This is an optimization exercise on Yosys and OpenROAD, whose aim is small area and a short achievable clock period, not a production implementation.
No run shown here included a check of the RTL's function; only the layout flow was run.
Power and IR drop assume default switching activity.

==> design/flow/design.v <==
`default_nettype none
package cpu_pkg;
    localparam int REG_AW    = 3;
    localparam int NUM_REGS  = 6;   
    localparam int NUM_FLAGS = 4;
endpackage
`default_nettype wire
`timescale 1ns/1ns
`default_nettype none
import cpu_pkg::*;
module mini_core
#(
    parameter int WIDTH  = 16,
    parameter int MEM_AW = 4
) (
    input  wire                  clk,
    input  wire                  arst_n,
    input  wire                  word_valid,
    input  wire  [31:0]          word,
    output logic                 busy,
    output logic                 wr_en,
    output logic [REG_AW-1:0]    wr_addr,
    output logic [WIDTH-1:0]     wr_data,
    output logic [NUM_FLAGS-1:0] flags
);
    localparam logic [3:0] K_ADD  = 4'd0;
    localparam logic [3:0] K_SUB  = 4'd1;
    localparam logic [3:0] K_AND  = 4'd2;
    localparam logic [3:0] K_OR   = 4'd3;
    localparam logic [3:0] K_XOR  = 4'd4;
    localparam logic [3:0] K_SHL  = 4'd5;
    localparam logic [3:0] K_SHR  = 4'd6;
    localparam logic [3:0] K_MOV  = 4'd7;
    localparam logic [3:0] K_MOVF = 4'd8;
    localparam logic [3:0] K_LD   = 4'd9;
    localparam logic [3:0] K_MOVH = 4'd11;
    localparam logic [3:0] K_MOVL = 4'd12;
    logic        accept;
    logic [15:5] lo_half;
    assign accept = word_valid && !busy;
    always_ff @(posedge clk or negedge arst_n) begin
        if (!arst_n)
            busy <= 1'b0;
        else
            busy <= accept && !word[31];
    end
    always_ff @(posedge clk)
        lo_half <= word[15:5];
    localparam int DW = 13;
    function automatic logic [DW-1:0] dec_half(input logic v, input logic [15:5] h);
        logic aok, bok, we, st, sf;
        aok = (h[11:9] < 3'd6);
        bok = (h[8:6] < 3'd6);
        we  = v && ((h[15:12] <= 4'd7 && aok && bok) ||
                    (h[15:12] == 4'd8 && aok) ||
                    (h[15:12] == 4'd9 && aok && bok));
        st  = v && h[15:12] == 4'd10 && aok && bok;
        sf  = v && h[15:12] <= 4'd6 && aok && bok && h[5];
        dec_half = {we, st, sf, h[15:12], h[11:9], h[8:6]};
    endfunction
    function automatic logic [DW-1:0] dec_long(input logic v, input logic [4:0] code);
        logic [2:0] ra;
        if (code >= 5'd12) begin
            ra = 3'(code - 5'd12);
            dec_long = {v && code < 5'd18, 2'b00, K_MOVL, ra, 3'd0};
        end else begin
            ra = 3'(code - 5'd6);
            dec_long = {v && code >= 5'd6, 2'b00, K_MOVH, ra, 3'd0};
        end
    endfunction
    logic [DW-1:0] dec_nxt;
    logic          slot_we, slot_st, slot_sf;
    logic [3:0]    slot_k;
    logic [2:0]    slot_ra, slot_rb;
    logic [7:0]    slot_imm;
    always_comb begin
        if (busy)
            dec_nxt = dec_half(1'b1, lo_half);
        else if (word[31])
            dec_nxt = dec_long(accept, word[13:9]);
        else
            dec_nxt = dec_half(accept, word[31:21]);
    end
    always_ff @(posedge clk or negedge arst_n) begin
        if (!arst_n) begin
            slot_we <= 1'b0;
            slot_st <= 1'b0;
            slot_sf <= 1'b0;
        end else begin
            {slot_we, slot_st, slot_sf} <= dec_nxt[DW-1:DW-3];
        end
    end
    always_ff @(posedge clk) begin
        {slot_k, slot_ra, slot_rb} <= dec_nxt[9:0];
        slot_imm <= word[23:16];
    end
    logic [WIDTH-1:0] regs [NUM_REGS];
    logic [WIDTH-1:0] mem  [2**MEM_AW];
    logic [WIDTH-1:0] a, b, mem_rd;
    assign a      = slot_ra[2] ? regs[{2'b10, slot_ra[0]}] : regs[slot_ra];
    assign b      = slot_rb[2] ? regs[{2'b10, slot_rb[0]}] : regs[slot_rb];
    assign mem_rd = mem[b[MEM_AW-1:0]];
    logic [WIDTH-1:0] bx, res;
    logic [WIDTH:0]   sum;
    logic             is_sub, is_arith, carry, ovf;
    assign is_sub   = (slot_k == K_SUB);
    assign is_arith = (slot_k == K_ADD) || (slot_k == K_SUB);
    assign bx       = b ^ {WIDTH{is_sub}};
    assign sum      = {1'b0, a} + {1'b0, bx} + {{WIDTH{1'b0}}, is_sub};
    assign carry    = is_arith && (sum[WIDTH] ^ is_sub);   
    assign ovf      = is_arith && (a[WIDTH-1] == bx[WIDTH-1]) && (sum[WIDTH-1] != a[WIDTH-1]);
    always_comb begin
        case (slot_k)
            K_ADD, K_SUB: res = sum[WIDTH-1:0];
            K_AND:        res = a & b;
            K_OR:         res = a | b;
            K_XOR:        res = a ^ b;
            K_SHL:        res = a << b[3:0];
            K_SHR:        res = a >> b[3:0];
            K_MOV:        res = b;
            K_MOVF:       res = WIDTH'(flags);
            K_LD:         res = mem_rd;
            K_MOVH:       res = {slot_imm, a[7:0]};
            K_MOVL:       res = {a[15:8], slot_imm};
            default:      res = b;
        endcase
    end
    always_ff @(posedge clk or negedge arst_n) begin
        if (!arst_n) begin
            for (int i = 0; i < NUM_REGS; i++)
                regs[i] <= '0;
        end else if (slot_we) begin
            regs[slot_ra] <= res;
        end
    end
    always_ff @(posedge clk) begin
        if (slot_st)
            mem[b[MEM_AW-1:0]] <= a;
    end
    logic pend_sf, pend_c, pend_v;
    always_ff @(posedge clk or negedge arst_n) begin
        if (!arst_n) begin
            wr_en   <= 1'b0;
            pend_sf <= 1'b0;
            flags   <= '0;
        end else begin
            wr_en   <= slot_we;
            pend_sf <= slot_sf;
            if (pend_sf)
                flags <= {wr_data == '0, pend_v, wr_data[WIDTH-1], pend_c};
        end
    end
    always_ff @(posedge clk) begin
        wr_addr <= slot_ra;
        wr_data <= res;
        pend_c  <= carry;
        pend_v  <= ovf;
    end
endmodule
`default_nettype wire
==> design/flow/run.sh <==
#!/bin/bash
# synth_recipe.tcl (not shown) runs the flow's synth.tcl, then flattens the netlist and writes it again
# the make line also repeats each setting of config.mk as NAME=value (left out here)
make -C /OpenROAD-flow-scripts/flow DESIGN_CONFIG=/design/flow/config.mk WORK_HOME=/design/flow/orfs CLKGATE_MAP_FILE= SYNTH_SCRIPT=/design/flow/synth_recipe.tcl finish
==> design/flow/config.mk <==
export PLATFORM = sky130hd
export DESIGN_NAME = mini_core
export DESIGN_NICKNAME = mini_core
export VERILOG_FILES = /design/flow/design.v
export SDC_FILE = /design/flow/constraint.sdc
export NUM_CORES = 4
export LEC_CHECK = 0
export CAP_MARGIN = 20
export CORE_MARGIN = 2
export CORE_UTILIZATION = 45
export PLACE_DENSITY = 0.6
export SLEW_MARGIN = 20
==> design/flow/constraint.sdc <==
create_clock -name core_clock -period 7.5 [get_ports {clk}]
set_input_delay 1.5000 -clock core_clock [delete_from_list [all_inputs] [get_ports {clk}]]
set_output_delay 1.5000 -clock core_clock [all_outputs]
set_load 0.01 [all_outputs]
==> summary.txt, run 1 <==
Worst setup path
  – Worst setup EP type: flip-flop
  – Max stage delay on crit path: 0.79 ns
  – Slowest cell on crit path: dfxtp_2
  – Critical Path RT: just under 8 ns
  – CP Launch Type: flip-flop
  – Most used cell, CP: a211o_1
  – Crit path kind: flip-flop to flip-flop
  – WP data arrival: around 6.0 ns
  – CP Max Fanout: 53
  – Crit path cell chain: mux2_4 > a22oi_2 > nand2_4 > inv_4 > xnor2_1 > fa_1 > a21o_1 > a211oi_1 > nor3_1 > a211o_1 > a41oi_1 > o221ai_1 > a211o_1 > o21ai_1 > o21ai_0

Die
  – Core Box Area: 46400 sq um
  – Die W: 220 um
  – Initial core utilization: approximately 45%
  – Die height: 220 um
  – Die area: 48600 sq um
  – Row cnt: 79
  – IO Count: 60

Power
  – Switching power: 3840 uW
  – Worst vdd ir: around 0.00022 V
  – Leakage: 0.00910 uW
  – Pwr dens: between 300 and 400 nW/um^2
  – Int Pwr: 5530 uW
  – Seq pwr share: 33.5%
  – Clock share of power: 23.2%
  – Switching share of power: between 40% and 50%
  – Gate power share: 43.3%

Place
  – RD Place Congestion: 0.992
  – DP HPWL: 44300 um
  – Post-Place Setup Slack: 1.97 ns
  – Port Buf Inserts: 54

Logic synthesis
  – Post-synth EDFFs: 256
  – Warnings from Yosys: 2
  – Count leader, synth: nand2_1
  – Post-synth top area share: 36.5%
  – Syn_nets: just under 2000
  – Synth Cell Area: 21100 sq um
  – Synth top cells by count: 308 x nand2_1, 256 x edfxtp_1, 122 x mux2i_1
  – Yosys reg bits: 412
  – Top FF cell, synth: edfxtp_1
  – Netlist cell types: around 100
  – Syn Inst Count: 1873
  – Dominant cells by area after synthesis: edfxtp_1 36%, dfrtp_1 13%, mux2i_1 5.8%
  – Register area share after synthesis: between 50% and 60%
  – Area leader, netlist: edfxtp_1
  – Ys async rst share: 25.7%
  – Avg Cell Area, Syn: 11.3 sq um

Route
  – Via density: 6.16
  – First-pass DRT Iterations: 8
  – Initial DRC Count: roughly 1600
  – Remaining DRCs: 0
  – Routed WL per cell: 25.8 um
  – DRT antenna net count: 0
  – Via count: about 16000
  – Final wirelength: 65700 um

Timing
  – Tmin final: 5.54 ns
  – Setup TNS Final: 0 ns
  – Max Clock Freq: between 150 and 200 MHz
  – RSZ-0062 raised after global routing: no
  – Hold Vio Cnt, Final: 0
  – Transition time of the tightest slew-check pin: 1.14 ns
  – Fin. max-slew vios: 0
  – Final setup fails: 0
  – Final Cycle Share: between 70% and 80%
  – Setup slack after layout: about 2 ns
  – Clock Skew: 0.0196 ns
  – Relative slew slack: 23.3%

GRT
  – GRT Util Overall: 27.2%
  – First-pass GRT wire length: 96800 um
  – Remaining Overflow, GRT: 0
  – Vias in the first global route: 14856
  – Antenna violations before repair: 1
  – Largest net degree at the start of global routing: 103

CTS
  – CTS H-tree lvls: 2
  – Clock slew at reported path FFs: 0.06 ns
  – CTS tree: built
  – Clk root buf: clkbuf_16
  – Hold Buf Count CTS: 0
  – Post-CTS Setup Inserts: 0
  – Clock sink total: ~410
  – Maximum clock insertion buffer count: 3
  – Post-CTS Resized: 0
  – Number of buffers created by CTS: 45
  – Worst-Skew Late Latency: 0.57 ns

Outcome
  – Status: timing/DRC/antenna clean

Hold path
  – Worst hold-check path type: flip-flop to flip-flop

Finish
  – Number of fillers in the final layout: 4079
  – # nets final: 1993
  – Layout area overhead: 11.8%
  – Layout cells sized above 1: 12.8%

Flow run
  – Max cap viols: 0
==> state kept, by name, summed over array words and instances, names as in the netlist, 3 cells and up <==
register	flops
mem	256
slot_imm	8
slot_k	4
regs	96
wr_addr	3
lo_half	11
slot_ra	3
slot_rb	3
flags	4
wr_data	16
==> power groups by stage <==
stage / clock, uW / combinational [uW] / sequential [uW]
2_1_floorplan: 0 / 2820 / 3110
3_3_place_gp: 0 / 3940 / 3170
3_5_place_dp: 0 / 3990 / 3180
4_1_cts: 2210 / 4000 / 3140
5_1_grt: 2300 / 4360 / 3190
6_report: 2180 / 4060 / 3140
==> logic make-up (layout without fill, tap and decap cells) <==
| kind of cell | count (synthesis) | in the layout | synth area share, % |
|---|---|---|---|
| fa+ha+maj | 51 | 51 | 3.06 |
| other cells | 0 | 1 | 0 |
| compound gates | 443 | 443 | 14.9 |
| xor+xnor | 28 | 28 | 1.16 |
| simple gates | 580 | 580 | 12.4 |
| flops | 412 | 412 | 53.8 |
| mux | 188 | 188 | 10.2 |
| buf+inv | 171 | 239 | 4.51 |
==> layout by cell type (no fill, tap or decap), types with 8 or more instances in the layout <==
| cell type | Yosys | routed |
|---|---|---|
| inv_1 | 46 | 46 |
| a221oi_1 | 12 | 12 |
| o22ai_1 | 14 | 14 |
| mux2_2 | 46 | 46 |
| and3_1 | 22 | 22 |
| nand2_1 | 308 | 307 |
| nor2_2 | 2 | 12 |
| ha_1 | 50 | 50 |
| and2_1 | 20 | 20 |
| nor2b_1 | 17 | 17 |
| mux2i_1 | 122 | 122 |
| dfxtp_1 | 50 | 48 |
| nand4_1 | 8 | 8 |
| a211oi_1 | 34 | 34 |
| buf_4 | 24 | 53 |
| clkbuf_1 | 40 | 12 |
| o211ai_1 | 12 | 12 |
| a211o_1 | 10 | 10 |
| a31oi_1 | 17 | 17 |
| dfrtp_1 | 106 | 106 |
| o21ai_1 | 48 | 48 |
| edfxtp_1 | 256 | 256 |
| a311oi_1 | 19 | 19 |
| o21ai_0 | 93 | 93 |
| nor2_1 | 84 | 72 |
| mux4_2 | 14 | 14 |
| a22oi_1 | 22 | 22 |
| nor3_1 | 28 | 23 |
| xnor2_1 | 21 | 21 |
| clkbuf_16 | 0 | 49 |
| clkdlybuf4s50_1 | 0 | 53 |
| nand3_1 | 48 | 48 |
| o221ai_1 | 10 | 10 |
| o2111ai_1 | 8 | 8 |
| a21oi_1 | 55 | 55 |
==> critical path: cells and delay by family, from the launching register on <==
family / cells / cell delay (ns)
AOI/OAI and AO/OA: 9 / 2.26
DFF: 1 / 0.79
buffers and inverters: 1 / 0.71
adders and majority gates: 1 / 0.50
and+or+nand+nor: 2 / 0.47
muxes: 1 / 0.36
xor gates and xnor gates: 1 / 0.22
==> path summary, 6_finish.rpt <==
| check | from | end | slack [ns] | cells after the start |
|---|---|---|---|---|
| min in group asynchronous | arst_n | regs[2][14] | 0.86 | 1 |
| max | slot_rb[0] | regs[4][4] | 1.96 | 15 |
| max reg2reg | slot_rb[0] | regs[4][4] | 1.96 | 15 |
| min reg2reg | slot_sf | pend_sf | 0.37 | 0 |
| min | slot_sf | pend_sf | 0.37 | 0 |
| max in group asynchronous | arst_n | flags[0] | 5.30 | 2 |
==> per-layer routing <==
layer  wire length, um  track usage, %  vias up
met5                 0               0        -
met4              2030            8.30        0
met3              5590            5.31      117
met2             29100            41.4      659
met1             29000            39.3     7855
li1                  -               -     7064
==> stage by stage <==
stage	cells	total power [uW]	hold WS [ns]	instance area (sq um)	utilization, %
4_1_cts	2548	9350	0.368	23600	50.8
3_3_place_gp	2467	7110	0.341	22100	47.7
5_1_grt	2548	9840	0.391	23600	50.8
3_5_place_dp	2467	7170	0.358	22100	47.7
2_1_floorplan	1873	5930	0.326	21100	-
6_report	2549	9380	0.368	23600	50.8
==> cell type report <==
cell class / instances / area [sq um] / area share (%)
timing repair buffer: 107 / 948 / 4.02
clock buffer: 66 / 1340 / 5.69
clock inverter: 15 / 114 / 0.483
antenna: 1 / 2.50 / 0.0106
sequential: 412 / 11300 / 48.1
inverter: 51 / 194 / 0.823
tap: 607 / 759 / 3.22
multi-input combinational: 1290 / 8870 / 37.6
==> inputs of run 2 (changes only) <==
--- a/design/flow/design.v
+++ b/design/flow/design.v
@@ -98,7 +98,15 @@
     logic [WIDTH-1:0] mem  [2**MEM_AW];
-    logic [WIDTH-1:0] a, b, mem_rd;
-    assign a      = slot_ra[2] ? regs[{2'b10, slot_ra[0]}] : regs[slot_ra];
-    assign b      = slot_rb[2] ? regs[{2'b10, slot_rb[0]}] : regs[slot_rb];
+    logic [WIDTH-1:0] a, b, mem_rd, res;
+    logic [WIDTH-1:0] rd_a, rd_b;
+    logic [2:0]       nra, nrb;
+    assign nra  = dec_nxt[5:3];
+    assign nrb  = dec_nxt[2:0];
+    assign rd_a = nra[2] ? regs[{2'b10, nra[0]}] : regs[nra];
+    assign rd_b = nrb[2] ? regs[{2'b10, nrb[0]}] : regs[nrb];
+    always_ff @(posedge clk) begin
+        a <= (slot_we && slot_ra == nra) ? res : rd_a;
+        b <= (slot_we && slot_ra == nrb) ? res : rd_b;
+    end
     assign mem_rd = mem[b[MEM_AW-1:0]];
-    logic [WIDTH-1:0] bx, res;
+    logic [WIDTH-1:0] bx;
     logic [WIDTH:0]   sum;
--- a/design/flow/config.mk
+++ b/design/flow/config.mk
@@ -7,2 +7,3 @@
 export LEC_CHECK = 0
+export ABC_CLOCK_PERIOD_IN_PS = 3000
 export CAP_MARGIN = 20
@@ -11,2 +12,3 @@
 export PLACE_DENSITY = 0.6
+export SETUP_SLACK_MARGIN = 3.5
 export SLEW_MARGIN = 20
==> run 2 against run 1 <==
Against the previous run: largest power group unchanged; count of clock-buffer cells in the layout rose by 4; still clean on timing, DRC and antenna; synthesized cell count fell by 0.32%; area after synthesis rose by 3.9%; via count fell by 0.32%.
==> summary.txt, run 2 <==
CTS
  – Maximum clock insertion buffer count: 3 (unchanged)
  – CTS H-tree lvls: 2 (unchanged)
  – Number of buffers created by CTS: 48 (was 45)
  – Worst-Skew Late Latency: 0.60 ns (was 0.57 ns)
  – CTS tree: built (unchanged)
  – Clk root buf: clkbuf_16 (unchanged)
  – Hold Buf Count CTS: 0 (unchanged)
  – Clock slew at reported path FFs: 0.06 ns (about the same)
  – Clock sink total: 441 (was 412)

Power
  – Leakage: 0.00924 uW (was 0.00910 uW)
  – Pwr dens: 378 nW/um^2 (was 398 nW/um^2)
  – Power Total: 9440 uW (was 9380 uW)
  – Worst vdd ir: 0.000205 V (was 0.000222 V)

Die
  – Die height: 225 um (was 220 um)
  – Die area: 50500 sq um (was 48600 sq um)
  – Initial core utilization: 45.8% (was 45.5%)
  – Row cnt: 80 (was 79)
  – Core Box Area: 47800 sq um (was 46400 sq um)
  – IO Count: 60 (unchanged)
  – Die W: 225 um (was 220 um)

Finish
  – Layout area overhead: 13.8% (was 11.8%)
  – Most common library cell in the layout ignoring fill and taps: edfxtp_1 (was nand2_1)
  – Area of the multi-input gates: 9280 sq um (was 8870 sq um)
  – # nets final: 2007 (was 1993)
  – Final instance area: 24900 sq um (was 23600 sq um)
  – Max reg flops: 256 (unchanged)
  – Commonest cells after routing, fill and taps aside: 256 x edfxtp_1, 251 x nand2_1, 166 x o21ai_0, 106 x dfrtp_1, 87 x mux4_2 (was 307 x nand2_1, 256 x edfxtp_1, 122 x mux2i_1, 106 x dfrtp_1, 93 x o21ai_0)
  – Sequential Area: 11900 sq um (was 11300 sq um)
  – Layout cells sized above 1: 15.4% (was 12.8%)
  – Number of fillers in the final layout: 4186 (was 4079)
  – Diode count: 0 (was 1)

Worst setup path
  – Worst setup EP type: flip-flop (unchanged)
  – Crit path cell chain: buf_6 > or4b_4 > buf_4 > xnor2_1 > ha_2 > or3b_2 > a21oi_1 > a311oi_1 > o211ai_1 > or4_4 > o32ai_4 > buf_12 > buf_12 > o21ai_1 (was mux2_4 > a22oi_2 > nand2_4 > inv_4 > xnor2_1 > fa_1 > a21o_1 > a211oi_1 > nor3_1 > a211o_1 > a41oi_1 > o221ai_1 > a211o_1 > o21ai_1 > o21ai_0)
  – Critical Path RT: 7.93 ns (was 7.90 ns)
  – CP bufs+invs: 4 (was 1)
  – WP data arrival: 4.32 ns (was 5.95 ns)
  – Max stage delay on crit path: 0.60 ns (was 0.79 ns)
  – CP Launch Type: flip-flop (unchanged)
  – Cell family with most CP delay: simple AND/OR/NAND/NOR gates (was compound AO/OA/AOI/OAI gates)
  – Most used cell, CP: buf_12 (was a211o_1)
  – Reg2Reg Launch Point: slot_k[3] (was slot_rb[0])
  – Worst Setup SP: slot_k[3] (was slot_rb[0])
  – Crit path kind: flip-flop to flip-flop (unchanged)
  – CP Max Fanout: 62 (was 53)
  – Slowest cell on crit path: or4b_4 (was dfxtp_2)

Timing
  – RSZ-0062 raised after global routing: no (unchanged)
  – Final setup fails: 0 (unchanged)
  – Hold Vio Cnt, Final: 0 (unchanged)
  – Worst hold slack: 0.464 ns (was 0.368 ns)
  – Max Clock Freq: 257 MHz (was 180 MHz)
  – Final Cycle Share: 51.8% (was 73.9%)
  – Setup TNS Final: 0 ns (unchanged)
  – Clock Skew: 0.0254 ns (was 0.0196 ns)
  – Fin. max-slew vios: 0 (unchanged)
  – Relative slew slack: 23.5% (was 23.3%)
  – Transition time of the tightest slew-check pin: 1.14 ns (about the same)
  – Tmin final: 3.89 ns (was 5.54 ns)

Hold path
  – Worst hold-check path type: flip-flop to flip-flop (unchanged)
  – Hold wc startpoint: slot_ra[2] (was slot_sf)

Place
  – DP HPWL: 40500 um (was 44300 um)
  – Port Buf Inserts: 54 (unchanged)
  – Placed Area: 23200 sq um (was 22100 sq um)
  – RD Place Congestion: 0.938 (was 0.992)

Route
  – Remaining DRCs: 0 (unchanged)
  – First-pass DRT Iterations: 6 (was 8)
  – Final wirelength: 63500 um (was 65700 um)
  – DRT antenna net count: 0 (unchanged)
  – Via density: 6.10 (was 6.16)
  – Initial DRC Count: 1622 (was 1623)
  – Routed WL per cell: 24.8 um (was 25.8 um)
  – Via count: 15645 (was 15695)

Logic synthesis
  – Synth Cell Area: 21900 sq um (was 21100 sq um)
  – Netlist cell types: 89 (was 102)
  – Area leader, netlist: edfxtp_1 (unchanged)
  – Syn_nets: 1958 (was 1959)
  – Yosys reg bits: 441 (was 412)
  – Count leader, synth: edfxtp_1 (was nand2_1)
  – Avg Cell Area, Syn: 11.7 sq um (was 11.3 sq um)
  – Syn Inst Count: 1867 (was 1873)
  – Warnings from Yosys: 2 (unchanged)
  – Dominant cells by area after synthesis: edfxtp_1 35%, dfrtp_1 12%, mux4_2 8.9% (was edfxtp_1 36%, dfrtp_1 13%, mux2i_1 5.8%)
  – Post-synth EDFFs: 256 (unchanged)
  – Synth top cells by count: 256 x edfxtp_1, 251 x nand2_1, 168 x o21ai_0 (was 308 x nand2_1, 256 x edfxtp_1, 122 x mux2i_1)
  – Post-synth top area share: 35.1% (was 36.5%)
  – Register area share after synthesis: 54.4% (was 53.8%)
  – Ys async rst share: 24.0% (was 25.7%)
  – Top FF cell, synth: edfxtp_1 (unchanged)

GRT
  – Antenna violations before repair: 1 (unchanged)
  – GRT Util Overall: 25.3% (was 27.2%)
  – Largest net degree at the start of global routing: 81 (was 103)
  – Remaining Overflow, GRT: 0 (unchanged)
  – Vias in the first global route: 15240 (was 14856)
  – First-pass GRT wire length: 95700 um (was 96800 um)

Outcome
  – Status: timing/DRC/antenna clean (unchanged)

Flow run
  – Max cap viols: 0 (unchanged)
## run 2: changes by cell type after synthesis, sizes merged, moves of 13 or more
cell,delta
dfxtp,+29
o211ai,+16
inv,+15
a31oi,+13
clkbuf,+45
nand2,-59
nor2,-28
o21ai,+62
mux2,-40
buf,-33
and3,-15
mux4,+73
a311oi,-16
mux2i,-65
## run 2: cells by family after synthesis
kind of cell               after synthesis  synth area share, %
muxes                                  156                 12.2
adders and majority gates               56                 3.23
buffers and inverters                  200                 3.91
xor gates and xnor gates                28                 1.12
and+or+nand+nor                        506                 10.9
AOI/OAI and AO/OA                      480                 14.2
DFF                                    441                 54.4
## run 2: layout make-up
| cell class | instances | share of cell area [%] |
|---|---|---|
| sequential | 441 | 47.8 |
| tap | 615 | 3.09 |
| multi-input combinational | 1226 | 37.2 |
| clock buffer | 70 | 5.31 |
| timing repair buffer | 131 | 4.92 |
| clock inverter | 15 | 0.557 |
| inverter | 68 | 1.05 |
## run 2: path summary, 6_finish.rpt
path / end / slack (ns) / depth (start not counted)
setup / recovery: regs[3][14] / 3.61 / 14
hold / removal: wr_addr[2] / 0.46 / 0
setup reg to reg: regs[3][14] / 3.61 / 14
hold reg to reg: wr_addr[2] / 0.46 / 0
max in group asynchronous: wr_en / 5.60 / 2
min in group asynchronous: flags[1] / 0.82 / 1
## run 2: timing repair
item / CTS / global route
endpoints found under the setup margin: 85 / 103
cloned: 0 / 0
gates resized for setup: 7 / 20
pin swaps: 5 / 3
setup buffers: 8 / 6
## run 2: report_power, final
group	internal [uW]	switching, uW	leakage (uW)
clock network	1260	956	0.000715
registers	3130	365	0.00435
logic	1480	2250	0.00417
## run 2: metal layers
layer	GRT usage [%]	share of wire, %	vias to the layer above
met2	38.5	44	662
li1	-	-	7102
met4	8.52	3.3	0
met3	4.25	8.2	122
met5	0	0	-
met1	36.9	44	7759
## run 2: metrics by stage
step,instances,setup slack [ns],utilization [%]
floorplan,1867,3.95,-
global placement,2467,3.02,48.4
detailed placement,2467,2.97,48.4
CTS,2560,3.50,51.8
global route,2566,3.49,52.1
finish,2566,3.61,52.1
==> inputs of run 3 (changes only) <==
--- a/design/flow/config.mk
+++ b/design/flow/config.mk
@@ -7,3 +7,2 @@
 export LEC_CHECK = 0
-export ABC_CLOCK_PERIOD_IN_PS = 3000
 export CAP_MARGIN = 20
@@ -12,3 +11,2 @@
 export PLACE_DENSITY = 0.6
-export SETUP_SLACK_MARGIN = 3.5
 export SLEW_MARGIN = 20
==> run 3 against run 2 <==
Against the previous run: sequential share of layout area up 0.61 points; utilization down 0.66 points; non-clock buffer count down 14; clock skew about the same; die area unchanged; hold slack better by 0.0012 ns; final area down 1.3%; critical path depth down 6; sequential power about the same; first-iteration DRC count down 5.9%; area after synthesis unchanged; count of clock-buffer cells in the layout unchanged; largest power group unchanged; highest routed layer unchanged.
==> summary.txt, run 3 <==
Logic synthesis
  – Ys async rst share: 24.0% (unchanged)
  – Dominant cells by area after synthesis: edfxtp_1 35%, dfrtp_1 12%, mux4_2 8.9% (unchanged)
  – Avg Cell Area, Syn: 11.7 sq um (unchanged)
  – Netlist cell types: 89 (unchanged)
  – Top FF cell, synth: edfxtp_1 (unchanged)
  – Synth Cell Area: 21900 sq um (unchanged)
  – Synth top cells by count: 256 x edfxtp_1, 251 x nand2_1, 168 x o21ai_0 (unchanged)
  – Register area share after synthesis: 54.4% (unchanged)
  – Area leader, netlist: edfxtp_1 (unchanged)
  – Count leader, synth: edfxtp_1 (unchanged)
  – Yosys reg bits: 441 (unchanged)
  – Warnings from Yosys: 2 (unchanged)
  – Post-synth EDFFs: 256 (unchanged)
  – Syn_nets: 1958 (unchanged)
  – Syn Inst Count: 1867 (unchanged)
  – Post-synth top area share: 35.1% (unchanged)

Power
  – Pwr dens: 377 nW/um^2 (was 378 nW/um^2)
  – Leakage: 0.00913 uW (was 0.00924 uW)
  – Worst vdd ir: 0.000206 V (was 0.000205 V)

Timing
  – Clock Skew: 0.0254 ns (about the same)
  – Hold Vio Cnt, Final: 0 (unchanged)
  – Worst hold slack: 0.465 ns (was 0.464 ns)
  – Relative slew slack: 28.5% (was 23.5%)
  – Final setup fails: 0 (unchanged)
  – RSZ-0062 raised after global routing: no (unchanged)
  – Transition time of the tightest slew-check pin: 1.07 ns (was 1.14 ns)
  – Tmin final: 4.39 ns (was 3.89 ns)
  – Max Clock Freq: 228 MHz (was 257 MHz)
  – Setup TNS Final: 0 ns (unchanged)
  – Final Cycle Share: 58.6% (was 51.8%)
  – Fin. max-slew vios: 0 (unchanged)

Finish
  – # nets final: 1993 (was 2007)
  – Post-layout util: 51.5% (was 52.1%)
  – Most common library cell in the layout ignoring fill and taps: edfxtp_1 (unchanged)
  – Layout cells sized above 1: 14.1% (was 15.4%)
  – Layout area overhead: 12.4% (was 13.8%)
  – Diode count: 0 (unchanged)
  – Final instance area: 24600 sq um (was 24900 sq um)
  – Commonest cells after routing, fill and taps aside: 256 x edfxtp_1, 251 x nand2_1, 168 x o21ai_0, 106 x dfrtp_1, 87 x mux4_2 (was 256 x edfxtp_1, 251 x nand2_1, 166 x o21ai_0, 106 x dfrtp_1, 87 x mux4_2)
  – Max reg flops: 256 (unchanged)

Die
  – Die height: 225 um (unchanged)
  – Die area: 50500 sq um (unchanged)
  – Die W: 225 um (unchanged)
  – Row cnt: 80 (unchanged)
  – IO Count: 60 (unchanged)
  – Core Box Area: 47800 sq um (unchanged)
  – Initial core utilization: 45.8% (unchanged)

Route
  – Via density: 6.08 (was 6.10)
  – Via count: 15528 (was 15645)
  – First-pass DRT Iterations: 5 (was 6)
  – Final wirelength: 62900 um (was 63500 um)
  – DRT antenna net count: 0 (unchanged)
  – Routed WL per cell: 24.6 um (was 24.8 um)
  – Initial DRC Count: 1527 (was 1622)
  – Remaining DRCs: 0 (unchanged)

CTS
  – Post-CTS Setup Inserts: 0 (was 8)
  – CTS H-tree lvls: 2 (unchanged)
  – Hold Buf Count CTS: 0 (unchanged)
  – CTS tree: built (unchanged)
  – Clock slew at reported path FFs: 0.06 ns (about the same)
  – Clk root buf: clkbuf_16 (unchanged)
  – Worst-Skew Late Latency: 0.60 ns (about the same)
  – Clock sink total: 441 (unchanged)
  – Maximum clock insertion buffer count: 3 (unchanged)
  – Number of buffers created by CTS: 48 (unchanged)
  – Post-CTS Resized: 0 (was 7)

Worst setup path
  – CP Launch Type: flip-flop (unchanged)
  – WP data arrival: 4.77 ns (was 4.32 ns)
  – CP Max Fanout: 57 (was 62)
  – Crit path kind: flip-flop to flip-flop (unchanged)
  – Crit path cell chain: buf_4 > mux2i_1 > mux4_2 > nor2_1 > o31ai_1 > nand4b_1 > o22ai_1 > o21ai_0 (was buf_6 > or4b_4 > buf_4 > xnor2_1 > ha_2 > or3b_2 > a21oi_1 > a311oi_1 > o211ai_1 > or4_4 > o32ai_4 > buf_12 > buf_12 > o21ai_1)
  – Critical Path RT: 7.88 ns (was 7.93 ns)
  – Worst setup EP type: flip-flop (unchanged)
  – Slowest cell on crit path: dfxtp_4 (was or4b_4)
  – Max stage delay on crit path: 0.93 ns (was 0.60 ns)

GRT
  – GRT Util Overall: 25.2% (was 25.3%)
  – Vias in the first global route: 15187 (was 15240)
  – Remaining Overflow, GRT: 0 (unchanged)
  – First-pass GRT wire length: 95000 um (was 95700 um)
  – Largest net degree at the start of global routing: 81 (unchanged)
  – Antenna violations before repair: 1 (unchanged)

Place
  – Port Buf Inserts: 54 (unchanged)
  – Placed Area: 23200 sq um (unchanged)
  – RD Place Congestion: 0.938 (unchanged)
  – DP HPWL: 40500 um (unchanged)

Flow run
  – Max cap viols: 0 (unchanged)

Hold path
  – Worst hold-check path type: flip-flop to flip-flop (unchanged)

Outcome
  – Status: timing/DRC/antenna clean (unchanged)
-- run 3: cell counts after synthesis --
No cell type changed its count.
-- run 3: critical path, delay by kind of cell (launching register included) --
family                 cells  cell delay (ns)
AO/OA/AOI/OAI              3             1.57
buffers and inverters      1             0.68
flip-flops                 1             0.93
multiplexers               2             0.59
AND/OR/NAND/NOR            2             0.30
-- run 3: power by group --
part	internal [uW]	total, uW	leakage (uW)	switching (uW)
Sequential	3130	3510	0.00435	381
Combinational	1380	3550	0.00406	2170
Clock	1260	2220	0.000715	957
Total	5770	9280	0.00913	3510
-- run 3: kinds of logic after synthesis --
| kind of cell | count (synthesis) | synth area share (%) |
|---|---|---|
| DFF | 441 | 54.4 |
| muxes | 156 | 12.2 |
| buffers and inverters | 200 | 3.91 |
| and+or+nand+nor | 506 | 10.9 |
| adders and majority gates | 56 | 3.23 |
| xor gates and xnor gates | 28 | 1.12 |
| AOI/OAI and AO/OA | 480 | 14.2 |
-- run 3: layout make-up --
| cell class | count | area [sq um] |
|---|---|---|
| clock buffer | 70 | 1320 |
| clock inverter | 15 | 139 |
| fill | 4207 | 23200 |
| inverter | 68 | 255 |
| multi-input combinational | 1226 | 9190 |
| sequential | 441 | 11900 |
| tap | 615 | 769 |
| timing repair buffer | 117 | 1010 |
-- run 3: stage by stage --
step                cells  total power, uW  worst slack (ns)
finish               2552             9280              3.11
floorplan            1867             5820              3.95
CTS                  2552             9290              3.18
detailed placement   2467             7050              2.97
global placement     2467             6970              3.02
global route         2552             9770              2.85
-- run 3: final timing paths --
kind                              from       end  slack, ns  cells past startpoint
max                               b[1]      b[5]       3.11                      8
min                        wr_data[14]  flags[3]       0.46                      1
max reg2reg                       b[1]      b[5]       3.11                      8
min reg2reg                wr_data[14]  flags[3]       0.46                      1
max in group asynchronous       arst_n     wr_en       5.59                      2
min in group asynchronous       arst_n  flags[1]       0.81                      1
-- run 3: metal layers --
metal / up-vias / global-route usage [%] / share of wire [%]
met4: 0 / 8.20 / 3.2
met3: 120 / 4.79 / 8.1
li1: 7072 / - / -
met5: - / 0 / 0
met2: 621 / 38.4 / 45
met1: 7715 / 36.4 / 44
==> inputs of run 4 (changes only) <==
--- a/design/flow/design.v
+++ b/design/flow/design.v
@@ -75,2 +75,3 @@
     logic [7:0]    slot_imm;
+    logic          slot_sub, slot_shr;
     always_comb begin
@@ -94,2 +95,4 @@
         {slot_k, slot_ra, slot_rb} <= dec_nxt[9:0];
+        slot_sub <= (dec_nxt[9:6] == K_SUB);
+        slot_shr <= (dec_nxt[9:6] == K_SHR);
         slot_imm <= word[23:16];
@@ -110,19 +113,43 @@
     assign mem_rd = mem[b[MEM_AW-1:0]];
-    logic [WIDTH-1:0] bx;
-    logic [WIDTH:0]   sum;
-    logic             is_sub, is_arith, carry, ovf;
-    assign is_sub   = (slot_k == K_SUB);
+    logic [WIDTH-1:0] bx, pg_p, pg_g, gg, pp, sum, sh_in, sh_out, sh_rev;
+    logic [WIDTH:0]   cy;
+    logic             carry, ovf, is_arith;
     assign is_arith = (slot_k == K_ADD) || (slot_k == K_SUB);
-    assign bx       = b ^ {WIDTH{is_sub}};
-    assign sum      = {1'b0, a} + {1'b0, bx} + {{WIDTH{1'b0}}, is_sub};
-    assign carry    = is_arith && (sum[WIDTH] ^ is_sub);   
-    assign ovf      = is_arith && (a[WIDTH-1] == bx[WIDTH-1]) && (sum[WIDTH-1] != a[WIDTH-1]);
+    assign bx       = b ^ {WIDTH{slot_sub}};
+    assign pg_p     = a ^ bx;
+    assign pg_g     = a & bx;
+    always_comb begin
+        gg = pg_g;
+        pp = pg_p;
+        gg[0] = pg_g[0] | (pg_p[0] & slot_sub);
+        for (int l = 0; l < $clog2(WIDTH); l++) begin
+            for (int i = WIDTH - 1; i > 0; i--) begin
+                if (i >= (1 << l)) begin
+                    gg[i] = gg[i] | (pp[i] & gg[i-(1<<l)]);
+                    pp[i] = pp[i] & pp[i-(1<<l)];
+                end
+            end
+        end
+    end
+    assign cy    = {gg, slot_sub};
+    assign sum   = pg_p ^ cy[WIDTH-1:0];
+    assign carry = is_arith && (cy[WIDTH] ^ slot_sub);   
+    assign ovf   = is_arith && (cy[WIDTH] ^ cy[WIDTH-1]);
+    always_comb begin
+        for (int i = 0; i < WIDTH; i++)
+            sh_in[i] = slot_shr ? a[WIDTH-1-i] : a[i];
+    end
+    assign sh_out = sh_in << b[3:0];
+    always_comb begin
+        for (int i = 0; i < WIDTH; i++)
+            sh_rev[i] = sh_out[WIDTH-1-i];
+    end
     always_comb begin
         case (slot_k)
-            K_ADD, K_SUB: res = sum[WIDTH-1:0];
-            K_AND:        res = a & b;
-            K_OR:         res = a | b;
-            K_XOR:        res = a ^ b;
-            K_SHL:        res = a << b[3:0];
-            K_SHR:        res = a >> b[3:0];
+            K_ADD, K_SUB: res = sum;
+            K_AND:        res = pg_g;
+            K_OR:         res = pg_g | pg_p;
+            K_XOR:        res = pg_p;
+            K_SHL:        res = sh_out;
+            K_SHR:        res = sh_rev;
             K_MOV:        res = b;
--- a/design/flow/config.mk
+++ b/design/flow/config.mk
@@ -7,2 +7,3 @@
 export LEC_CHECK = 0
+export ABC_CLOCK_PERIOD_IN_PS = 2500
 export CAP_MARGIN = 20
@@ -11,2 +12,3 @@
 export PLACE_DENSITY = 0.6
+export SETUP_SLACK_MARGIN = 4.5
 export SLEW_MARGIN = 20
==> run 4 against run 3 <==
Against the previous run: register-to-register slack better by 1.3 ns; utilization up 5.9 points; flip-flop and latch count up 2; worst setup slack better by 1.3 ns; global-route usage up 1.4 points; die area down 4.7%; critical path depth up 1; combinational power up 19%; count of clock-buffer cells in the layout down 9; hold slack worse by 0.12 ns; via count down 1.2%; critical endpoint is now regs[1][14].
==> summary.txt, run 4 <==
Route
  – Routed WL per cell: 26.3 um (was 24.6 um)
  – Via density: 6.20 (was 6.08)
  – Remaining DRCs: 0 (unchanged)
  – First-pass DRT Iterations: 6 (was 5)
  – Wl on met1: 26300 um (was 27700 um)
  – DRT antenna net count: 0 (unchanged)
  – Metal3 WL: 4990 um (was 5090 um)
  – Final wirelength: 65000 um (was 62900 um)
  – Top Layer Used: met4 (unchanged)
  – Routed length on met2: 30900 um (was 28100 um)
  – Via count: 15335 (was 15528)
  – Initial DRC Count: 1447 (was 1527)

GRT
  – GRT Util Overall: 26.6% (was 25.2%)
  – Vias in the first global route: 15050 (was 15187)
  – Antenna violations before repair: 0 (was 1)
  – Largest net degree at the start of global routing: 79 (was 81)
  – First-pass GRT wire length: 94700 um (was 95000 um)
  – Remaining Overflow, GRT: 0 (unchanged)

Power
  – Power Total: 10200 uW (was 9280 uW)
  – Leakage: 0.00973 uW (was 0.00913 uW)
  – Pwr dens: 392 nW/um^2 (was 377 nW/um^2)
  – Worst vdd ir: 0.000223 V (was 0.000206 V)

Timing
  – Setup TNS Final: 0 ns (unchanged)
  – Final Cycle Share: 41.8% (was 58.6%)
  – RSZ-0062 raised after global routing: yes (was no)
  – Fin. max-slew vios: 0 (unchanged)
  – Relative slew slack: 26.0% (was 28.5%)
  – Hold Vio Cnt, Final: 0 (unchanged)
  – Max Clock Freq: 319 MHz (was 228 MHz)
  – Transition time of the tightest slew-check pin: 1.11 ns (was 1.07 ns)
  – Final setup fails: 0 (unchanged)
  – Tmin final: 3.14 ns (was 4.39 ns)
  – Setup slack after layout: 4.36 ns (was 3.11 ns)
  – Clock Skew: 0.0252 ns (was 0.0254 ns)

Worst setup path
  – Worst reg-to-reg setup slack: 4.36 ns (was 3.11 ns)
  – Reg2Reg Launch Point: slot_shr (was b[1])
  – Worst R2R End: regs[1][14] (was b[5])
  – Crit path kind: flip-flop to flip-flop (unchanged)
  – CP Max Fanout: 9 (was 57)
  – Critical Path RT: 7.95 ns (was 7.88 ns)
  – Reg2reg path depth: 9 (was 8)
  – CP Launch Type: flip-flop (unchanged)
  – Worst setup EP type: flip-flop (unchanged)
  – WP data arrival: 3.59 ns (was 4.77 ns)

CTS
  – CTS tree: built (unchanged)
  – Clock sink total: 443 (was 441)
  – Number of buffers created by CTS: 47 (was 48)
  – Worst-Skew Late Latency: 0.60 ns (about the same)
  – Clk root buf: clkbuf_16 (unchanged)
  – Maximum clock insertion buffer count: 3 (unchanged)
  – Clock slew at reported path FFs: 0.06 ns (about the same)
  – CTS H-tree lvls: 2 (unchanged)

Logic synthesis
  – Warnings from Yosys: 2 (unchanged)
  – Post-synth top area share: 36.9% (was 35.1%)
  – Avg Cell Area, Syn: 12.4 sq um (was 11.7 sq um)
  – Register area share after synthesis: 57.4% (was 54.4%)
  – Synth Cell Area: 20900 sq um (was 21900 sq um)
  – Count leader, synth: edfxtp_1 (unchanged)
  – Synth top cells by count: 256 x edfxtp_1, 245 x nand2_1, 135 x o21ai_0 (was 256 x edfxtp_1, 251 x nand2_1, 168 x o21ai_0)
  – Post-synth EDFFs: 256 (unchanged)
  – Top FF cell, synth: edfxtp_1 (unchanged)
  – Yosys reg bits: 443 (was 441)
  – Netlist cell types: 74 (was 89)
  – Dominant cells by area after synthesis: edfxtp_1 37%, dfrtp_1 13%, mux4_2 11% (was edfxtp_1 35%, dfrtp_1 12%, mux4_2 8.9%)
  – Ys async rst share: 23.9% (was 24.0%)
  – Area leader, netlist: edfxtp_1 (unchanged)
  – Syn_nets: 1750 (was 1958)
  – Syn Inst Count: 1680 (was 1867)

Finish
  – Diode count: 0 (unchanged)
  – Final instance area: 26100 sq um (was 24600 sq um)
  – Layout area overhead: 25.3% (was 12.4%)
  – Max reg flops: 256 (unchanged)
  – Most common library cell in the layout ignoring fill and taps: edfxtp_1 (unchanged)
  – Layout cells sized above 1: 27.0% (was 14.1%)
  – Number of fillers in the final layout: 3684 (was 4207)
  – Commonest cells after routing, fill and taps aside: 256 x edfxtp_1, 244 x nand2_1, 105 x dfrtp_1, 104 x o21ai_0, 103 x mux4_2 (was 256 x edfxtp_1, 251 x nand2_1, 168 x o21ai_0, 106 x dfrtp_1, 87 x mux4_2)
  – Post-layout util: 57.3% (was 51.5%)
  – # nets final: 1904 (was 1993)

Die
  – Die height: 219 um (was 225 um)
  – IO Count: 60 (unchanged)
  – Die W: 219 um (was 225 um)
  – Die area: 48100 sq um (was 50500 sq um)
  – Core Box Area: 45600 sq um (was 47800 sq um)
  – Row cnt: 78 (was 80)
  – Initial core utilization: 45.8% (about the same)

Outcome
  – Status: timing/DRC/antenna clean (unchanged)

Place
  – Port Buf Inserts: 54 (unchanged)
  – DP HPWL: 37000 um (was 40500 um)
  – RD Place Congestion: 0.928 (was 0.938)
  – Placed Area: 22400 sq um (was 23200 sq um)
  – Post-Place Setup Slack: 2.59 ns (was 2.97 ns)

Hold path
  – Worst hold-check path type: flip-flop to flip-flop (unchanged)
  – Hold wc startpoint: slot_sf (was wr_data[14])
  – WHS Path Cells: 0 (was 1)
  – Hold path endpoint: pend_sf (was flags[3])

Flow run
  – Max cap viols: 0 (unchanged)
-- run 4: metal layers --
layer  vias up  global-route usage (%)
met4         0                    10.8
met3       172                    3.96
met1      7701                    35.8
met2       771                    43.3
li1       6691                       -
met5         -                       0
-- run 4: area by class of cell --
| cell class | count | area [sq um] | share of cell area, % |
|---|---|---|---|
| repair buffers | 207 | 2330 | 8.93 |
| clock inverters | 27 | 269 | 1.03 |
| well taps | 600 | 751 | 2.87 |
| inverters | 67 | 251 | 0.963 |
| multi-input cells | 1068 | 9190 | 35.2 |
| flip-flops and latches | 443 | 12000 | 46.0 |
| clock buffers | 61 | 1310 | 5.02 |
-- run 4: logic make-up after synthesis --
logic type / share of synthesized area, %
AOI/OAI and AO/OA: 12.0
buffers and inverters: 3.29
and+or+nand+nor: 9.38
muxes: 14.7
xor gates and xnor gates: 1.22
adders and majority gates: 2.14
DFF: 57.4
-- run 4: per-stage QoR --
stage                     std cells  hold WS [ns]
final                          2473         0.347
after global routing           2473         0.367
after CTS                      2419         0.350
after detailed placement       2287         0.336
after global placement         2287         0.335
after floorplan                1680         0.331
-- run 4: timing repair --
item / in CTS / in global routing
setup buffers: 37 / 44
hold buffers: 0 / 0
cloned: 7 / 10
pin swaps: 22 / 42
gates resized for setup: 140 / 127
setup endpoints to repair: 175 / 139
-- run 4: worst max path at each step --
stage,startpoint,to,slack [ns],depth (start not counted)
6_report,slot_shr,regs[1][14],4.36,9
5_1_grt,slot_sub,b[15],4.29,13
4_1_cts,slot_shr,regs[1][14],4.40,9
3_5_place_dp,word[10],a[9],2.59,12
3_3_place_gp,word[10],a[3],2.59,12
2_1_floorplan,word[31],a[9],4.26,8
-- run 4: where the power goes --
group	leakage [uW]	total [uW]	switching (uW)	internal [uW]
combinational	0.00457	4220	2290	1930
clock	0.000769	2390	1000	1380
sequential	0.00439	3630	487	3150
total	0.00973	10200	3780	6460
-- run 4: worst max-delay path, cell delays in order, from the launching register on --
cell and delay (ns):
dfxtp_4 0.40, buf_12 0.12, mux4_2 0.50, mux2_2 0.27, mux2_2 0.31, a221o_1 0.37
a2111o_1 0.47, o32ai_4 0.27, buf_12 0.17, o21ai_1 0.08
==> inputs of run 5 (changes only) <==
--- a/design/flow/config.mk
+++ b/design/flow/config.mk
@@ -10,4 +10,4 @@
 export CORE_MARGIN = 2
-export CORE_UTILIZATION = 45
-export PLACE_DENSITY = 0.6
+export CORE_UTILIZATION = 60
+export PLACE_DENSITY = 0.7
 export SETUP_SLACK_MARGIN = 4.5
==> run 5 against run 4 <==
Against the previous run: largest cell class unchanged; clock power down 13%; highest routed layer unchanged; still clean; sequential power hardly changed; first-iteration DRC count is 48% higher; register-to-register slack lost 0.08 ns; critical endpoint is now regs[2][10]; clock skew down 0.0088 ns.
==> summary.txt, run 5 <==
Logic synthesis
  – Top FF cell, synth: edfxtp_1 (unchanged)
  – Ys async rst share: 23.9% (unchanged)
  – Post-synth EDFFs: 256 (unchanged)
  – Area leader, netlist: edfxtp_1 (unchanged)
  – Synth Cell Area: 20900 sq um (unchanged)
  – Register area share after synthesis: 57.4% (unchanged)
  – Post-synth top area share: 36.9% (unchanged)
  – Dominant cells by area after synthesis: edfxtp_1 37%, dfrtp_1 13%, mux4_2 11% (unchanged)
  – Yosys reg bits: 443 (unchanged)
  – Synth top cells by count: 256 x edfxtp_1, 245 x nand2_1, 135 x o21ai_0 (unchanged)
  – Avg Cell Area, Syn: 12.4 sq um (unchanged)
  – Syn_nets: 1750 (unchanged)
  – Count leader, synth: edfxtp_1 (unchanged)
  – Syn Inst Count: 1680 (unchanged)
  – Warnings from Yosys: 2 (unchanged)
  – Netlist cell types: 74 (unchanged)

CTS
  – CTS H-tree lvls: 2 (unchanged)
  – Hold Buf Count CTS: 0 (unchanged)
  – CTS tree: built (unchanged)
  – Maximum clock insertion buffer count: 3 (unchanged)
  – Worst-Skew Late Latency: 0.58 ns (was 0.60 ns)
  – Clk root buf: clkbuf_16 (unchanged)
  – Clock slew at reported path FFs: 0.06 ns (about the same)
  – Number of buffers created by CTS: 45 (was 47)
  – Clock sink total: 443 (unchanged)

Worst setup path
  – Worst setup EP type: flip-flop (unchanged)
  – Slowest cell on crit path: a211oi_1 (was mux4_2)
  – WP data arrival: 3.65 ns (was 3.59 ns)
  – Worst reg-to-reg setup slack: 4.29 ns (was 4.36 ns)
  – CP Max Fanout: 16 (was 9)
  – Crit path depth: 11 (was 9)
  – Max stage delay on crit path: 0.59 ns (was 0.50 ns)
  – Most used cell, CP: buf_12
  – Reg2Reg Launch Point: b[0] (was slot_shr)
  – Reg2reg path depth: 11 (was 9)
  – Crit path cell chain: buf_12 > buf_12 > buf_16 > mux4_2 > a22oi_1 > a21oi_1 > a211oi_1 > nor2_1 > a221oi_4 > buf_12 > o21ai_0 (was buf_12 > mux4_2 > mux2_2 > mux2_2 > a221o_1 > a2111o_1 > o32ai_4 > buf_12 > o21ai_1)
  – CP Launch Type: flip-flop (unchanged)
  – Critical Path RT: 7.93 ns (was 7.95 ns)
  – CP bufs+invs: 4 (was 2)
  – Worst R2R End: regs[2][10] (was regs[1][14])
  – Cell family with most CP delay: compound AO/OA/AOI/OAI gates (unchanged)
  – Crit path kind: flip-flop to flip-flop (unchanged)

Timing
  – Hold Vio Cnt, Final: 0 (unchanged)
  – Transition time of the tightest slew-check pin: 0.971 ns (was 1.11 ns)
  – Final setup fails: 0 (unchanged)
  – Fin. max-slew vios: 0 (unchanged)
  – Tmin final: 3.21 ns (was 3.14 ns)
  – Setup TNS Final: 0 ns (unchanged)
  – Relative slew slack: 34.4% (was 26.0%)
  – RSZ-0062 raised after global routing: yes (unchanged)
  – Max Clock Freq: 311 MHz (was 319 MHz)
  – Clock Skew: 0.0164 ns (was 0.0252 ns)
  – Final Cycle Share: 42.8% (was 41.8%)

Hold path
  – Hold wc startpoint: slot_sf (unchanged)
  – WHS Path Cells: 0 (unchanged)
  – Worst hold-check path type: flip-flop to flip-flop (unchanged)
  – Hold path endpoint: pend_sf (unchanged)

Finish
  – # nets final: 1905 (was 1904)
  – Layout area overhead: 22.6% (was 25.3%)
  – Commonest cells after routing, fill and taps aside: 256 x edfxtp_1, 244 x nand2_1, 112 x o21ai_0, 105 x dfrtp_1 (was 256 x edfxtp_1, 244 x nand2_1, 105 x dfrtp_1, 104 x o21ai_0, 103 x mux4_2)
  – Most common library cell in the layout ignoring fill and taps: edfxtp_1 (unchanged)
  – Max reg flops: 256 (unchanged)
  – Layout cells sized above 1: 24.7% (was 27.0%)
  – Fin cells: 2327 (was 2473)

GRT
  – Largest net degree at the start of global routing: 64 (was 79)
  – Antenna violations before repair: 0 (unchanged)
  – Remaining Overflow, GRT: 0 (unchanged)
  – First-pass GRT wire length: 92000 um (was 94700 um)
  – GRT Util Overall: 34.6% (was 26.6%)
  – Vias in the first global route: 14937 (was 15050)

Die
  – Die W: 190 um (was 219 um)
  – Core Box Area: 34400 sq um (was 45600 sq um)
  – Row cnt: 68 (was 78)
  – Die area: 36300 sq um (was 48100 sq um)
  – Initial core utilization: 60.7% (was 45.8%)
  – Die height: 190 um (was 219 um)
  – IO Count: 60 (unchanged)

Route
  – Remaining DRCs: 0 (unchanged)
  – Via count: 15821 (was 15335)
  – DRT antenna net count: 0 (unchanged)
  – First-pass DRT Iterations: 6 (unchanged)
  – Via density: 6.80 (was 6.20)
  – Initial DRC Count: 2138 (was 1447)
  – Final wirelength: 63600 um (was 65000 um)
  – Routed WL per cell: 27.3 um (was 26.3 um)

Flow run
  – Max cap viols: 0 (unchanged)

Place
  – Port Buf Inserts: 54 (unchanged)
  – DP HPWL: 36100 um (was 37000 um)
  – RD Place Congestion: 0.943 (was 0.928)
  – Placed cells: 2141 (was 2287)

Power
  – Pwr dens: 388 nW/um^2 (was 392 nW/um^2)
  – Worst vdd ir: 0.000228 V (was 0.000223 V)
  – Leakage: 0.00963 uW (was 0.00973 uW)

Outcome
  – Status: timing/DRC/antenna clean (unchanged)
run 5: changes by cell type in the layout (fill, tap and decap cells not counted), sizes merged, moves of 4 or more:
cell,delta
dlygate4sd2,-14
clkinvlp,-4
clkbuf,-7
clkdlybuf4s50,+11
clkinv,+10
run 5: repair_timing:
action	in CTS	in global routing
resized for setup	130	95
pin swaps	17	29
gates cloned	8	7
setup buffers	52	34
setup endpoints to repair	181	136
run 5: how the worst max path moves through the flow:
stage / start / to
final: b[0] / regs[2][10]
after global routing: b[0] / regs[0][10]
after CTS: slot_sub / regs[0][14]
after detailed placement: word[31] / b[10]
after global placement: word[31] / b[9]
after floorplan: word[31] / a[9]
run 5: kinds of logic after synthesis:
kind of cell    Yosys count  share of synthesized area [%]
compound gates          390                           12.0
xor+xnor                 29                           1.22
fa+ha+maj                35                           2.14
buf+inv                 172                           3.29
flops                   443                           57.4
mux                     176                           14.7
simple gates            435                           9.38
run 5: cell type report:
class	count	area, sq um
antenna	1	2.50
clock buffer	54	1180
clock inverter	29	173
fill	2230	8810
inverter	67	253
multi-input combinational	1067	8990
sequential	443	12000
tap	455	569
timing repair buffer	211	2380
run 5: worst register-to-register path, stage by stage (launching register included):
cell and delay (ns):
dfxtp_4 0.40, buf_12 0.14, buf_12 0.11, buf_16 0.17, mux4_2 0.53, a22oi_1 0.30, a21oi_1 0.16, a211oi_1 0.59
nor2_1 0.15, a221oi_4 0.25, buf_12 0.16, o21ai_0 0.10
run 5: per-stage QoR:
step | setup slack (ns) | util, % | power, uW | area [sq um] | hold slack (ns)
detailed placement | 2.70 | 64.4 | 6780 | 22100 | 0.341
CTS | 4.42 | 71.8 | 9360 | 24700 | 0.370
finish | 4.29 | 74.4 | 9920 | 25600 | 0.366
global route | 4.24 | 74.3 | 10300 | 25600 | 0.381
floorplan | 4.26 | - | 5680 | 21100 | 0.331
global placement | 2.78 | 64.4 | 6680 | 22100 | 0.340
run 5: where the power goes:
| group | total, uW | internal (uW) | switching (uW) |
|---|---|---|---|
| sequential | 3660 | 3150 | 509 |
| combinational | 4180 | 1900 | 2270 |
| clock | 2080 | 1160 | 924 |
| total | 9920 | 6210 | 3710 |
run 5: metal layers:
layer / share of wire (%) / GRT usage (%) / wire (um)
met5: 0 / 0 / 0
met4: 4.4 / 15.2 / 2790
met3: 12 / 7.99 / 7620
met2: 45 / 52.0 / 28900
met1: 38 / 48.7 / 24300
==> inputs of run 6 (changes only) <==
==> design/flow/config.mk (replaced) <==
export PLATFORM = sky130hd
export DESIGN_NAME = mini_core
export DESIGN_NICKNAME = mini_core
export VERILOG_FILES = /design/flow/design.v
export SDC_FILE = /design/flow/constraint.sdc
export NUM_CORES = 4
export LEC_CHECK = 0
export ABC_CLOCK_PERIOD_IN_PS = 2000
export CAP_MARGIN = 20
export CORE_MARGIN = 2
export CORE_UTILIZATION = 45
export PLACE_DENSITY = 0.6
export SETUP_SLACK_MARGIN = 5.0
export SLEW_MARGIN = 20
export TNS_END_PERCENT = 10
==> run 6 against run 5 <==
Against the previous run: final cell count rose by 6.0%; clock skew barely moved; first-iteration DRC count fell by 22%; largest cell class unchanged; final area rose by 1.3%; still clean; combinational power barely moved.
==> summary.txt, run 6 <==
Finish
  – Number of fillers in the final layout: 3700 (was 2230)
  – Area of the multi-input gates: 8910 sq um (was 8990 sq um)
  – # nets final: 1901 (was 1905)
  – Layout cells sized above 1: 24.1% (was 24.7%)
  – Layout area overhead: 24.2% (was 22.6%)
  – Most common library cell in the layout ignoring fill and taps: edfxtp_1 (unchanged)
  – Commonest cells after routing, fill and taps aside: 256 x edfxtp_1, 244 x nand2_1, 105 x dfrtp_1, 103 x mux4_2 (was 256 x edfxtp_1, 244 x nand2_1, 112 x o21ai_0, 105 x dfrtp_1)
  – Max reg flops: 256 (unchanged)
  – Diode count: 0 (was 1)
  – Post-layout util: 56.8% (was 74.4%)
  – Sequential Area: 12000 sq um (about the same)

CTS
  – Maximum clock insertion buffer count: 3 (unchanged)
  – Clock sink total: 443 (unchanged)
  – Worst-Skew Late Latency: 0.59 ns (was 0.58 ns)
  – CTS tree: built (unchanged)
  – CTS H-tree lvls: 2 (unchanged)
  – Number of buffers created by CTS: 45 (unchanged)
  – Clk root buf: clkbuf_16 (unchanged)
  – Clock slew at reported path FFs: 0.06 ns (about the same)
  – Hold Buf Count CTS: 0 (unchanged)

Power
  – Clock share of power: 23.5% (was 21.0%)
  – Switching power: 3680 uW (was 3710 uW)
  – Leakage: 0.00966 uW (was 0.00963 uW)
  – Int Pwr: 6440 uW (was 6210 uW)
  – Worst vdd ir: 0.000220 V (was 0.000228 V)
  – Pwr dens: 391 nW/um^2 (was 388 nW/um^2)
  – Seq pwr share: 35.6% (was 36.9%)
  – Gate power share: 41.0% (was 42.1%)
  – Switching share of power: 36.3% (was 37.4%)

Die
  – Core Box Area: 45600 sq um (was 34400 sq um)
  – IO Count: 60 (unchanged)
  – Die area: 48100 sq um (was 36300 sq um)
  – Die height: 219 um (was 190 um)
  – Row cnt: 78 (was 68)
  – Initial core utilization: 45.8% (was 60.7%)
  – Die W: 219 um (was 190 um)

Worst setup path
  – Critical Path RT: 7.96 ns (was 7.93 ns)
  – Worst Setup SP: slot_shr (was b[0])
  – Crit path kind: flip-flop to flip-flop (unchanged)
  – CP Launch Type: flip-flop (unchanged)
  – WP data arrival: 3.57 ns (was 3.65 ns)
  – Worst reg-to-reg setup slack: 4.39 ns (was 4.29 ns)
  – Reg2reg path depth: 10 (was 11)
  – Reg2Reg Launch Point: slot_shr (was b[0])
  – CP Max Fanout: 4 (was 16)
  – Worst setup EP type: flip-flop (unchanged)
  – Setup crit end: regs[2][14] (was regs[2][10])
  – Worst R2R End: regs[2][14] (was regs[2][10])

Route
  – First-pass DRT Iterations: 9 (was 6)
  – Remaining DRCs: 0 (unchanged)
  – DRT antenna net count: 0 (unchanged)
  – Final wirelength: 64800 um (was 63600 um)
  – Routed WL per cell: 26.3 um (was 27.3 um)
  – Initial DRC Count: 1676 (was 2138)
  – Via count: 15369 (was 15821)
  – Via density: 6.23 (was 6.80)

Place
  – RD Place Congestion: 0.920 (was 0.943)
  – DP HPWL: 36900 um (was 36100 um)
  – Port Buf Inserts: 54 (unchanged)

Logic synthesis
  – Avg Cell Area, Syn: 12.4 sq um (unchanged)
  – Yosys reg bits: 443 (unchanged)
  – Synth top cells by count: 256 x edfxtp_1, 245 x nand2_1, 135 x o21ai_0 (unchanged)
  – Netlist cell types: 74 (unchanged)
  – Syn Inst Count: 1680 (unchanged)
  – Synth Area in Adders: 2.14% (unchanged)
  – Post-synth EDFFs: 256 (unchanged)
  – Syn_nets: 1750 (unchanged)
  – Synth Area in Compound Gates: 12.0% (unchanged)
  – Post-Synth Simple-Gate Area: 9.38% (unchanged)
  – Dominant cells by area after synthesis: edfxtp_1 37%, dfrtp_1 13%, mux4_2 11% (unchanged)
  – Warnings from Yosys: 2 (unchanged)
  – Register area share after synthesis: 57.4% (unchanged)
  – Largest family of logic cells by synthesized area: multiplexers (unchanged)
  – XOR/XNOR share of the synthesized area: 1.22% (unchanged)
  – Mux contribution to synthesized area: 14.7% (unchanged)
  – Count leader, synth: edfxtp_1 (unchanged)
  – Top FF cell, synth: edfxtp_1 (unchanged)
  – Area leader, netlist: edfxtp_1 (unchanged)
  – Synth Cell Area: 20900 sq um (unchanged)
  – Ys async rst share: 23.9% (unchanged)
  – Post-synth top area share: 36.9% (unchanged)

Timing
  – Max Clock Freq: 321 MHz (was 311 MHz)
  – Worst hold slack: 0.350 ns (was 0.366 ns)
  – Tmin final: 3.11 ns (was 3.21 ns)
  – RSZ-0062 raised after global routing: yes (unchanged)
  – Relative slew slack: 33.4% (was 34.4%)
  – Setup TNS Final: 0 ns (unchanged)
  – Fin. max-slew vios: 0 (unchanged)
  – Clock Skew: 0.0164 ns (about the same)
  – Final Cycle Share: 41.5% (was 42.8%)
  – Hold Vio Cnt, Final: 0 (unchanged)
  – Transition time of the tightest slew-check pin: 0.994 ns (was 0.971 ns)
  – Final setup fails: 0 (unchanged)

GRT
  – Met3 GRT Util: 4.20% (was 7.99%)
  – Global route hottest layer: met2 (unchanged)
  – First-pass GRT wire length: 95200 um (was 92000 um)
  – Global Route met1 Usage: 36.1% (was 48.7%)
  – M2 GR Usage: 43.6% (was 52.0%)
  – Largest net degree at the start of global routing: 58 (was 64)
  – Remaining Overflow, GRT: 0 (unchanged)
  – Vias in the first global route: 14946 (was 14937)
  – GRT Util Overall: 26.8% (was 34.6%)
  – Antenna violations before repair: 0 (unchanged)

Hold path
  – WHS Path Cells: 0 (unchanged)
  – Worst hold-check path type: flip-flop to flip-flop (unchanged)

Outcome
  – Status: timing/DRC/antenna clean (unchanged)

Flow run
  – Max cap viols: 0 (unchanged)
## run 6: cell counts after synthesis
Identical to the previous run, type by type.
## run 6: cell families after synthesis
logic type | count (synthesis)
compound gates | 390
fa+ha+maj | 35
simple gates | 435
flops | 443
xor+xnor | 29
mux | 176
buf+inv | 172
## run 6: timing repair
action / 4_1_cts / 5_1_grt
resized for setup: 152 / 49
setup buffers: 64 / 12
pin swaps: 29 / 22
cloned: 13 / 4
setup endpoints to repair: 307 / 201
## run 6: final cells by class
cell class / count / share of cell area (%)
Tap cell: 600 / 2.90
Clock buffer: 59 / 4.71
Sequential cell: 443 / 46.4
Clock inverter: 23 / 1.26
Multi-Input combinational cell: 1068 / 34.4
Inverter: 67 / 0.971
Timing Repair Buffer: 206 / 9.39
## run 6: worst min path at each step
stage                        from  endpoint  slack, ns
after floorplan           slot_sf   pend_sf       0.33
after global placement    slot_sf   pend_sf       0.33
after detailed placement  slot_sf   pend_sf       0.34
after CTS                 slot_sf   pend_sf       0.35
after global routing      slot_sf   pend_sf       0.37
final                     slot_sf   pend_sf       0.35
## run 6: per-layer routing
metal | part of all wire [%] | vias up | routed length [um]
li1 | - | 6686 | -
met1 | 40 | 7731 | 25600
met2 | 48 | 781 | 31100
met3 | 8.2 | 171 | 5310
met4 | 4.2 | 0 | 2740
met5 | 0 | - | 0
## run 6: through the flow
stage | instances | setup WS [ns] | instance area, sq um | power, uW
floorplan | 1680 | 4.24 | 21100 | 5710
global placement | 2291 | 2.73 | 22400 | 6790
detailed placement | 2291 | 2.71 | 22400 | 6860
CTS | 2450 | 4.43 | 25500 | 9890
global route | 2466 | 4.35 | 25900 | 10500
finish | 2466 | 4.39 | 25900 | 10100
## run 6: power groups by stage
stage / clock [uW] / sequential [uW] / combinational (uW)
finish: 2370 / 3600 / 4150
global route: 2490 / 3640 / 4390
CTS: 2400 / 3570 / 3920
detailed placement: 0 / 3680 / 3180
global placement: 0 / 3660 / 3130
floorplan: 0 / 3520 / 2190
## run 6: critical path, cell delays in order, from the launching register on
cell and delay, ns:
dfxtp_4 0.39, buf_12 0.11, mux4_2 0.49, mux2_2 0.27, mux2_4 0.28, a221o_1 0.37, a2111o_1 0.47, o32ai_4 0.27
buf_6 0.16, buf_16 0.11, o21ai_1 0.07

[what the ideal ports hide]
The results above use ideal ports. As a check the final layouts listed here were re-extracted and re-timed, cells and wires unchanged.
Step 1 sets driving cells, clkbuf_16 on the clock port and buf_2 on the other inputs (assumed; they add their load-dependent delay and slew).
Step 2 times the ports against the registers' clock, not the clock port: input delays grow and output delays shrink by t, the midpoint of the rising clock arrivals with the driver on.
a / b / c = ideal ports / drivers / drivers and shift; a / b = the first two.
run	t (ns)	slack for setup (ns)	hold WS [ns]	clock arrival spread, ns	slew at the worst register clock pin (ns)
run 1	0.621	1.956 / 1.956 / 1.956	0.368 / 0.368 / 0.368	0.020 / 0.020	0.06 / 0.06
run 2	0.643	3.614 / 3.614 / 3.136	0.464 / 0.464 / 0.464	0.028 / 0.029	0.07 / 0.07
run 3	0.643	3.108 / 3.108 / 2.975	0.465 / 0.465 / 0.465	0.028 / 0.028	0.07 / 0.07
run 4	0.645	4.363 / 4.363 / 3.842	0.347 / 0.347 / 0.347	0.029 / 0.029	0.07 / 0.07
run 5	0.624	4.288 / 4.288 / 3.992	0.366 / 0.366 / 0.366	0.020 / 0.020	0.06 / 0.06
run 6	0.633	4.385 / 4.385 / 3.957	0.350 / 0.350 / 0.350	0.016 / 0.017	0.07 / 0.07
After both steps every run listed still meets setup and hold. For run 4, which loses most, drivers alone change the setup slack by 0.000 ns; drivers and shift together by -0.521 ns.
